From an optimization exercise on the open Yosys and OpenROAD flow, aimed at small area, a short achievable clock period and few clock cycles per item; shortcuts taken in it are not production practice. In this exercise RTL edits were held to simulation tests only and were not proved equivalent to the original. Power figures rest on the tool's default switching activity, not on a simulated workload.

## flow/design.v (module list and top-level ports; edited modules follow where they fit)
// module poly1305_fold5: 25 lines
// module poly1305_reduce: 2694 lines
module poly1305_reduce
(
  input  logic           clk,
  input  logic           rst,
  input  logic           start,
  input  logic [P_W-1:0] P,
  output logic [H_W-1:0] H,
  output logic           ready,
  output logic           busy
);
  // ...
==> flow/flow/run.sh <==
#!/bin/bash
# Layout flow: the standard layout (standard.sh: ORFS with the standard flow's synthesis, config and
# constraints), except that the port buffers buffer_ports inserts are buf_1 cells instead of
# the cell it picks by default (clkdlybuf4s50_1, a slow delay cell). Every port still gets
# its buffer. The full output of the run is kept in standard_flow.log in this folder; ORFS
# keeps each step's own log under orfs/logs/.
set -euo pipefail
bash standard.sh "BUFFER_PORTS_ARGS=-buffer_cell sky130_fd_sc_hd__buf_1" finish > standard_flow.log 2>&1
==> flow/standard.sh <==
#!/bin/bash
# synth_recipe.tcl (not shown) runs the flow's synth.tcl, then flattens the netlist and writes it again
# the make line also repeats each setting of config.mk as NAME=value (left out here)
make -C /OpenROAD-flow-scripts/flow DESIGN_CONFIG=/design/flow/config.mk WORK_HOME=/design/flow/orfs CLKGATE_MAP_FILE= SYNTH_SCRIPT=/design/flow/synth_recipe.tcl "${@:-finish}"
==> flow/config.mk <==
export PLATFORM = sky130hd
export DESIGN_NAME = poly1305_reduce
export DESIGN_NICKNAME = poly1305_reduce
export VERILOG_FILES = /design/flow/design.v
export SDC_FILE = /design/flow/constraint.sdc
export NUM_CORES = 4
export LEC_CHECK = 0
export ABC_AREA = 1
export CAP_MARGIN = 20
export CORE_MARGIN = 2
export CORE_UTILIZATION = 40
export SETUP_SLACK_MARGIN = 2.5
export SLEW_MARGIN = 20
==> flow/constraint.sdc <==
create_clock -name core_clock -period 6.0 [get_ports {clk}]
set_input_delay 1.2000 -clock core_clock [delete_from_list [all_inputs] [get_ports {clk}]]
set_output_delay 1.2000 -clock core_clock [all_outputs]
set_load 0.01 [all_outputs]
==> flow_metrics.env, run 1 <==
export IMPL_critPathArrivalTime_ns=2.64
export IMPL_postLayoutCoreUtil_pct=58.8
export IMPL_p_seq_share_pct=26.7
export IMPL_power_density_nw_per_um2=334
export IMPL_synth_seq_cells=180
export IMPL_grt_setup_unrepaired="true"
export IMPL_dieWidth_um=203
export IMPL_path_class="reg -> out"
export IMPL_drive_gt1_share_pct=31.2
export IMPL_cts_tree="built"
export IMPL_grt_busiest_layer="met2"
export IMPL_top_regs="s0 (129), gp (32)"
export IMPL_fillCellCount=3541
export IMPL_synth_fa_ha_area_share_pct=31.8
export IMPL_multi_input_area_share_pct=59.0
export IMPL_met3_usage_pct=2.65
export IMPL_powerClk_mw=1.10
export IMPL_postCtsHoldBufs=0
export IMPL_clkTransAtPathRegs_ns=0.08
export IMPL_pwr_share_clk_pct=14.2
export IMPL_fin_area_um2=23200
export IMPL_maxSlewHeadroom_pct=57.3
export IMPL_seq_area_um2=3650
export IMPL_min_path_type="in -> async"
export IMPL_ys_async_sr_fraction_pct=0.556
export IMPL_place_ws_ns=1.62
export IMPL_status="timing/DRC/antenna clean"
export IMPL_floorplan_initialDensity_pct=40.3
export IMPL_power_total_mw=7.76
export IMPL_cts_sinks=180
export IMPL_via_per_inst=4.82
export IMPL_layout_commonest_cell="inv_1"
export IMPL_synth_xor_area_share_pct=5.51
export IMPL_antenna_found_initial=8
export IMPL_top_register="s0"
export IMPL_synth_simple_area_share_pct=22.8
export IMPL_nets=3159
Testbench counts, summed over its fixed seeds: cycles 1,600, items 1,600.
==> inputs of run 2 (changes only) <==
--- a/flow/config.mk
+++ b/flow/config.mk
@@ -10,4 +10,4 @@
 export CORE_MARGIN = 2
 export CORE_UTILIZATION = 40
-export SETUP_SLACK_MARGIN = 2.5
+export SETUP_SLACK_MARGIN = 2.25
 export SLEW_MARGIN = 20
==> run 2 against run 1 <==
  * Still clean
  * Non-clock buffer count down 57
  * Area after synthesis is the same
  * Fmax up 1.5%
  * Clock-buffer cell count rose by 3
  * Routed wire length decreased by 3.9%
  * Worst hold slack got worse by 0.0028 ns
  * Global-route usage shrank 1.0 points
  * Clock power grew 5%
  * Die area is the same
  * Sequential cell count unchanged
  * Critical path depth unchanged
  * Final cell count shrank 2.0%
  * Critical path type unchanged
  * Largest cell class unchanged
==> flow_metrics.env, run 2 <==
export IMPL_clockBufferDepth=2
export IMPL_drtIter0Drc=542
export IMPL_p_leak_nw=10.8
export IMPL_via_per_inst=4.81
export IMPL_synth_seq_cells=180
export IMPL_syn_cell_area_um2=15900
export IMPL_vdd_ir_drop_max_v=0.000175
export IMPL_netSwitchingFraction_pct=43.7
export IMPL_fillCellCount=3788
export IMPL_synth_avg_cell_area_um2=7.68
export IMPL_fmax_ghz=0.264
export IMPL_synthFlopType="dfxtp_1"
export IMPL_area_delta_synth_final_pct=33.7
export IMPL_slew_violations=0
export IMPL_ys_types=41
export IMPL_p_sw_mw=3.17
export IMPL_yosys_top_cells_area="dfxtp_1, fa_1, ha_1"
export IMPL_grtUsageTotal_pct=21.5
export IMPL_synth_most_common_cell="nand2_1"
export IMPL_dr_pass1_iters=7
export IMPL_hpwlAfterDp_mm=35.4
export IMPL_critPathArrivalTime_ns=2.58
export IMPL_cts_sinks=180
export IMPL_routed_wirelength_mm=46.9
export IMPL_power_total_mw=7.26
export IMPL_yosys_warnings=1
export IMPL_cp_max_fo=7
export IMPL_crit_path_end_kind="output port"
export IMPL_die_area_um2=41400
export IMPL_pwr_share_clk_pct=16.0
export IMPL_maxSlewHeadroom_pct=65.6
export IMPL_grt_pass1_vias=14500
export IMPL_ys_async_sr_fraction_pct=0.556
export IMPL_instances_no_fill=3070
export IMPL_std_cell_rows=73
export IMPL_port_buffers=392
export IMPL_yosysSeqAreaShare_pct=22.7
export IMPL_via_count=14800
export IMPL_ant_nets=0
export IMPL_critPathLaunchType="flop"
export IMPL_worst_hold_slack_ns=0.563
export IMPL_htree_levels=4
export IMPL_drive_gt1_share_pct=20.9
export IMPL_largest_reg_flops=129
export IMPL_status="timing/DRC/antenna clean"
export IMPL_wl_per_cell_um=15.3
export IMPL_yosysTopAreaCellShare_pct=22.5
export IMPL_grt_pass1_wl_mm=70.6
export IMPL_worst_pin_slew_ns=0.512
export IMPL_finalHoldViolations=0
export IMPL_grt_max_degree=21
export IMPL_nets=3103
export IMPL_setup_viol=0
export IMPL_floorplan_initialDensity_pct=40.3
export IMPL_crit_required_ns=4.80
export IMPL_power_density_nw_per_um2=341
export IMPL_num_io_pins=394
export IMPL_gp_congestion=0.853
export IMPL_grt_setup_unrepaired="true"
export IMPL_synth_edf_count=0
export IMPL_drc=0
export IMPL_die_y_um=203
export IMPL_synthCells=2071
export IMPL_cts_tree="built"
export IMPL_drv_cap=0
export IMPL_dieWidth_um=203
export IMPL_synth_top_area_cell="dfxtp_1"
export IMPL_path_class="reg -> out"
export IMPL_clkTransAtPathRegs_ns=0.07
export IMPL_top_regs="s0 (129), gp (32)"
export IMPL_syn_nets=2641
export IMPL_final_cell_mix="nand2_1, inv_1, buf_1"
export IMPL_core_region_area_um2=39500
export IMPL_combPwrFrac_pct=56.2
export IMPL_post_route_period_util_pct=63.1
export IMPL_cts_buffers=17
export IMPL_layout_commonest_cell="nand2_1"
export IMPL_antenna_found_initial=0
export IMPL_top_register="s0"
export IMPL_p_seq_share_pct=27.9
export IMPL_postCtsHoldBufs=0
export IMPL_dp_cells=2973
export IMPL_worstSetupStartpoint="gp[10]"
export IMPL_cts_root_buffer="clkbuf_16"
export IMPL_p_int_mw=4.09
export IMPL_synth_common_cells="nand2_1, inv_1, nor2_1"
export IMPL_grt_overflow=0
export IMPL_min_path_type="in -> async"
export IMPL_timing_setup_tns_ns=0
export IMPL_worstSetupEndpoint="H[46]"
export IMPL_fin_crit_ns=3.78
[run 2: changes by cell type in the layout (fill, tap and decap cells not counted), sizes merged]
| cell | before | now |
|---|---|---|
| clkbuf | 27 | 55 |
| diode | 7 | 1 |
| buf | 504 | 422 |
| inv | 350 | 344 |
| bufinv | 1 | 3 |
[run 2: critical path, stage by stage (launching register included)]
cell and delay, ns:
dfxtp_2 0.35, nand4_1 0.20, nor2_2 0.19, nand2_2 0.08
nand2_4 0.10, nand2_4 0.06, nand2_4 0.10, nand2_8 0.17
nand2_8 0.23, nand2_4 0.07, nand2_4 0.08, ha_4 0.13
xnor2_1 0.06, nor2_1 0.16, buf_2 0.16
[run 2: layout make-up]
type                    instances  area, um2  area share [%]
clock buffers                  22        474            2.23
well taps                     525        657            3.09
multi-input cells            1532      12500            58.8
diodes                          1       2.50          0.0118
clock inverters                 8        126           0.594
repair inverters                3       38.8           0.182
repair buffers                455       2480            11.7
inverters                     344       1330            6.24
flip-flops and latches        180       3650            17.2
[run 2: kinds of logic after synthesis]
kind of cell	after synthesis	synth area share (%)
other	1	0.0236
adder cells (fa/ha/maj)	308	31.8
XOR/XNOR	100	5.51
flip-flops	180	22.7
AO/OA/AOI/OAI	226	8.25
AND/OR/NAND/NOR	892	22.8
buffers and inverters	364	8.94
[run 2: worst min-delay path by stage]
stage             to  slack, ns  cells after the start
2_1_floorplan  ready       0.93                      1
3_3_place_gp   ready       1.01                      2
3_5_place_dp   ready       1.01                      2
4_1_cts        ready       0.54                      2
5_1_grt        ready       0.57                      2
6_report       ready       0.56                      2
[run 2: what timing repair did]
item | CTS | global route
pin swaps | 44 | 131
setup buffers | 31 | 23
setup endpoints to repair | 134 | 152
gates resized for setup | 184 | 502
endpoints found under the hold margin | 0 | 0
cloned | 7 | 5
[run 2: power groups by stage]
stage                     Sequential [mW]  Combinational, mW  Clock [mW]
final                                2.02               4.08        1.16
after global routing                 2.08               4.56        1.23
after CTS                            2.00               3.55        1.19
after detailed placement             2.00               3.31           0
after global placement               1.99               3.27           0
after floorplan                      1.92               2.28           0
[run 2: routing by layer]
layer  vias up  global-route usage (%)  part of all wire [%]
li1       7390                       -                     -
met1      6973                    27.8                    44
met2       352                    37.0                    49
met3        53                    3.18                   4.2
met4         0                    6.65                   2.1
met5         -                       0                     0
[run 2: per-stage QoR]
step	utilization [%]	setup slack (ns)	area (um2)
final	53.9	2.22	21300
after CTS	49.3	2.22	19500
after global routing	53.9	2.12	21300
after floorplan	-	2.26	15900
after global placement	45.5	1.63	17900
after detailed placement	45.5	1.56	17900

-- port drivers added, routing unchanged --
The results above use ideal ports. As a check the final layouts listed here were re-extracted and re-timed, cells and wires unchanged.
Step 1, drivers: a clkbuf_16 drives clk and a buf_2 each remaining input, both assumed.
Step 2 also shifts input and output timing later by t, the mid clock arrival at the registers, as if the neighbouring blocks saw the same clock.
Three values: no drivers, after step 1, after step 2; two values: the first two.
| run | shift t [ns] | setup WS [ns] | latest minus earliest clock arrival (ns) | pins driven straight from the clock port |
|---|---|---|---|---|
| run 1 | 0.475 | 2.158 / 2.106 / 2.045 | 0.013 / 0.014 | 1 |
| run 2 | 0.477 | 2.216 / 2.165 / 1.903 | 0.014 / 0.014 | 1 |
After both steps every run listed still meets setup and hold. The setup slack of run 2, which loses most, moves by -0.051 ns with the drivers and by -0.313 ns with both steps.
